What follows belongs to an exercise in optimizing a design on an open flow for small area, a short achievable clock period and few clock cycles; a production flow would make more cautious choices.
The RTL was checked by simulation tests, not by an equivalence proof against the original design.
Power figures rest on the tool's default switching activity, not on a simulated workload.

Design instruction_cache, start of the top module:
module instruction_cache #(
   parameter int ADDR_W         = 32,
   parameter int DATA_W         = 32,
   parameter int LINES          = 16,
   parameter int WORDS_PER_LINE = 4
) (
   input  logic              clock,
   input  logic              reset,
   input  logic [ADDR_W-1:0] pc_addr,
   input  logic              pc_valid,
   output logic [DATA_W-1:0] instruction_out,
   output logic              stall,
   input  logic              flush,
   output logic              mem_req,
   output logic [ADDR_W-1:0] mem_addr,
   input  logic              mem_ack,
   input  logic [DATA_W-1:0] mem_rdata,
   output logic [31:0]       hit_count,
   output logic [31:0]       miss_count
);
Size: roughly 5900 cells after synthesis, ~2600 flip-flops, roughly 100000 sq um of cells after synthesis.
clock: 8.0 ns
lec_check: 0
abc_clock_period_in_ps: 4000
cap_margin: 20
core_margin: 2
core_utilization: 50
cts_cluster_diameter: 70
cts_cluster_size: 20
setup_slack_margin: 3.6
slew_margin: 20
synth_hierarchical: 1
synth_minimum_keep_size: 0
run.sh (not shown) runs the stock make flow with config.mk's settings and CLKGATE_MAP_FILE= SYNTH_SCRIPT=/design/flow/synth_recipe.tcl, a recipe that flattens the netlist after the stock synthesis.
Testbench counts at the start, summed over its fixed seeds: cycles 42,624.
Rerun with:
==> flow/flow/run.sh (new file) <==
#!/bin/bash
# The standard layout, with the port buffers that placement inserts made plain
# sky130_fd_sc_hd__buf_2 cells rather than the tool's default pick (a delay
# buffer); repair may resize them as usual.  The make output goes to
# standard_flow.log here; ORFS keeps each step's log under orfs/logs/.
set -euo pipefail
export BUFFER_PORTS_ARGS="-buffer_cell sky130_fd_sc_hd__buf_2"
bash standard.sh > standard_flow.log 2>&1
==> flow/standard.sh (new file) <==
#!/bin/bash
# synth_recipe.tcl (not shown) runs the flow's synth.tcl, then flattens the netlist and writes it again
# the make line also repeats each setting of config.mk as NAME=value (left out here)
make -C /OpenROAD-flow-scripts/flow DESIGN_CONFIG=/design/flow/config.mk WORK_HOME=/design/flow/orfs CLKGATE_MAP_FILE= SYNTH_SCRIPT=/design/flow/synth_recipe.tcl "${@:-finish}"
removed: flow/run.sh
Effect: Critical path depth fell by 2; area after synthesis is unchanged; register-to-register slack degrades by 90 ps; sequential share of layout area grows by 0.47 points; via count is about the same; sequential power barely changes; cell area falls by 0.69%; die area stays the same; fmax falls by 2.0%.

---

Setup of wip/indigo:
Another version of the RTL of instruction_cache (not shown whole).
Size in the first run: roughly 5900 cells after synthesis, roughly 2600 flip-flops.
==> flow/config.mk <==
export PLATFORM = sky130hd
export DESIGN_NAME = instruction_cache
export DESIGN_NICKNAME = instruction_cache
export VERILOG_FILES = /design/flow/design.v
export SDC_FILE = /design/flow/constraint.sdc
export NUM_CORES = 4
export LEC_CHECK = 0
export ABC_CLOCK_PERIOD_IN_PS = 4000
export CAP_MARGIN = 20
export CORE_MARGIN = 2
export CORE_UTILIZATION = 50
export CTS_CLUSTER_DIAMETER = 100
export CTS_CLUSTER_SIZE = 25
export SETUP_SLACK_MARGIN = 3.6
export SLEW_MARGIN = 20
export SYNTH_HIERARCHICAL = 1
export SYNTH_MINIMUM_KEEP_SIZE = 0
==> flow/constraint.sdc <==
create_clock -name core_clock -period 8.0 [get_ports {clock}]
set_input_delay 1.6000 -clock core_clock [delete_from_list [all_inputs] [get_ports {clock}]]
set_output_delay 1.6000 -clock core_clock [all_outputs]
set_load 0.01 [all_outputs]
standard.sh (not shown) runs the stock make flow with config.mk's settings and CLKGATE_MAP_FILE= SYNTH_SCRIPT=/design/flow/synth_recipe.tcl, a recipe that flattens the netlist after the stock synthesis.
==> flow/flow/run.sh <==
#!/bin/bash
# The standard layout, with the port buffers that placement inserts made plain
# sky130_fd_sc_hd__buf_2 cells rather than the tool's default pick (a delay
# buffer); repair may resize them as usual.  The make output goes to
# standard_flow.log here; ORFS keeps each step's log under orfs/logs/.
set -euo pipefail
export BUFFER_PORTS_ARGS="-buffer_cell sky130_fd_sc_hd__buf_2"
bash standard.sh > standard_flow.log 2>&1
Testbench counts of wip/indigo, summed over its fixed seeds: cycles 42,624.
Changes in wip/sierra relative to wip/indigo:
Settings: CTS_CLUSTER_SIZE now 20, was 25; CTS_CLUSTER_DIAMETER now 70, was 100.
==> flow/run.sh (new file) <==
#!/bin/bash
# synth_recipe.tcl (not shown) runs the flow's synth.tcl, then flattens the netlist and writes it again
# the make line also repeats each setting of config.mk as NAME=value (left out here)
make -C /OpenROAD-flow-scripts/flow DESIGN_CONFIG=/design/flow/config.mk WORK_HOME=/design/flow/orfs CLKGATE_MAP_FILE= SYNTH_SCRIPT=/design/flow/synth_recipe.tcl finish
removed: flow/flow/run.sh
removed: flow/standard.sh
## What came out
On total congestion overflow, wip/sierra and wip/indigo are basically level.
From wip/indigo to wip/sierra the numbers moved as follows: post-synthesis cell count stayed essentially flat, power in the clock group rose by about 25%, final period demand of the worst path fell by 0.090 ns, required arrival time at the worst endpoint fell by 0.02 ns.
On fraction of final layout cells with drive strength greater than 1, wip/sierra tracks wip/indigo almost exactly.
Diff wip/sierra..wip/indigo | die area | unchanged
Summary of the comparison: count of clock-net buffers in the final layout is higher in wip/sierra, relative to wip/indigo.
Comparing wip/sierra and wip/indigo, routability congestion estimate from global placement is higher on wip/indigo.
Wire length of the first global-routing pass (lower): wip/indigo
Edits applied to the flow inputs when going from wip/sierra to wip/zinc:
==> flow/flow/run.sh (new file) <==
#!/bin/bash
# The standard layout, with the port buffers that placement inserts made plain
# sky130_fd_sc_hd__buf_2 cells rather than the tool's default pick (a delay
# buffer); repair may resize them as usual.  The make output goes to
# standard_flow.log here; ORFS keeps each step's log under orfs/logs/.
set -euo pipefail
export BUFFER_PORTS_ARGS="-buffer_cell sky130_fd_sc_hd__buf_2"
bash standard.sh > standard_flow.log 2>&1
==> flow/standard.sh (new file) <==
#!/bin/bash
# synth_recipe.tcl (not shown) runs the flow's synth.tcl, then flattens the netlist and writes it again
# the make line also repeats each setting of config.mk as NAME=value (left out here)
make -C /OpenROAD-flow-scripts/flow DESIGN_CONFIG=/design/flow/config.mk WORK_HOME=/design/flow/orfs CLKGATE_MAP_FILE= SYNTH_SCRIPT=/design/flow/synth_recipe.tcl "${@:-finish}"
removed: flow/run.sh
Results
Number of buffers other than clock buffers in the final layout was higher in wip/sierra than in wip/zinc. nor4b_4 as the critical-path cell with the highest stage delay was reported by wip/zinc, and nand4_1 by wip/sierra. The share of the cycle needed by the critical path after routing in wip/zinc sits 0.69 points above the value recorded for wip/sierra. Met3 track utilization from global routing (higher): wip/sierra. TritonCTS buffer count: wip/zinc < wip/sierra.

---

== middle ==
Another version of the RTL of instruction_cache (not shown whole).
Size in the first run: about 2600 flip-flops, ~200 I/O pins.
// instruction_cache
module instruction_cache #(
   parameter int ADDR_W         = 32,
   parameter int DATA_W         = 32,
   parameter int LINES          = 16,
   parameter int WORDS_PER_LINE = 4
) (
   input  logic              clock,
   input  logic              reset,
   input  logic [ADDR_W-1:0] pc_addr,
   input  logic              pc_valid,
   output logic [DATA_W-1:0] instruction_out,
   output logic              stall,
   input  logic              flush,
   output logic              mem_req,
   output logic [ADDR_W-1:0] mem_addr,
   input  logic              mem_ack,
   input  logic [DATA_W-1:0] mem_rdata,
   output logic [31:0]       hit_count,
   output logic [31:0]       miss_count
);
==> flow/config.mk <==
export PLATFORM = sky130hd
export DESIGN_NAME = instruction_cache
export DESIGN_NICKNAME = instruction_cache
export VERILOG_FILES = /design/flow/design.v
export SDC_FILE = /design/flow/constraint.sdc
export NUM_CORES = 4
export LEC_CHECK = 0
export ABC_CLOCK_PERIOD_IN_PS = 4000
export CAP_MARGIN = 20
export CORE_MARGIN = 2
export CORE_UTILIZATION = 50
export SETUP_SLACK_MARGIN = 3.6
export SLEW_MARGIN = 20
export SYNTH_HIERARCHICAL = 1
export SYNTH_MINIMUM_KEEP_SIZE = 0
==> flow/constraint.sdc <==
create_clock -name core_clock -period 8.0 [get_ports {clock}]
set_input_delay 1.6000 -clock core_clock [delete_from_list [all_inputs] [get_ports {clock}]]
set_output_delay 1.6000 -clock core_clock [all_outputs]
set_load 0.01 [all_outputs]
run.sh (not shown) runs the stock make flow with config.mk's settings and CLKGATE_MAP_FILE= SYNTH_SCRIPT=/design/flow/synth_recipe.tcl, a recipe that flattens the netlist after the stock synthesis.
Stock flow here: none of the scripts above is used.
Testbench counts of middle, summed over its fixed seeds: cycles 42,624.
Edits applied to the flow inputs when going from middle to south:
- an added CTS_CLUSTER_SIZE of 20
- an added CTS_CLUSTER_DIAMETER of 70
Findings:
- south vs. middle: fraction of met2 tracks used by global routing shows a reduction of 0.53 points; number of stages on the worst setup path shows a reduction of 4; depth of the worst register-to-register path shows an increase of 3.
- south packs its core more loosely than middle.
- Relative to middle, clock transition at the register clock pins on the worst setup and hold paths after CTS increased by 0.02 ns in south.
- south has less setup slack than middle.
- Diff middle -> south: first-pass GRT wire length decreased 1.4%, non-clock buffer count went down, final critical path time including I/O delays and setup moved up.

## port drivers added, routing unchanged
No port has a modelled driver above. Below, the same layouts with a new extraction and two added sets of constraints. Step 1 sets driving cells, clkbuf_16 on the clock port and buf_2 on the other inputs (assumed; they add their load-dependent delay and slew). Step 2 also shifts input and output timing later by t, the mid clock arrival at the registers, as if the neighbouring blocks saw the same clock. Three values: no drivers, after step 1, after step 2; two values: the first two.
run	shift t [ns]	setup WS [ns]	worst hold slack (ns)	worst setup path after step 2	worst slew at a driven data input, ns
the first run of note 1	0.916	3.460 / 3.453 / 2.559	0.477 / 0.477 / 0.477	input to register	0.14
the second run of note 1	0.943	3.369 / 3.349 / 2.406	0.471 / 0.471 / 0.471	input to register	0.18
wip/indigo	0.901	3.314 / 3.296 / 2.395	0.468 / 0.468 / 0.468	input to register	0.20
wip/sierra	0.930	3.403 / 3.425 / 2.532	0.471 / 0.471 / 0.471	input to register	0.14
wip/zinc	0.941	3.348 / 3.340 / 2.400	0.466 / 0.466 / 0.466	input to register	0.21
middle	0.988	3.290 / 3.199 / 2.467	0.475 / 0.475 / 0.475	input to register	0.12
south	0.929	3.269 / 3.177 / 2.571	0.478 / 0.478 / 0.478	input to register	0.13
After both steps setup and hold are still met in every run listed. The setup slack of the second run of note 1, which loses most, moves by -0.020 ns with the drivers and by -0.963 ns with both steps.
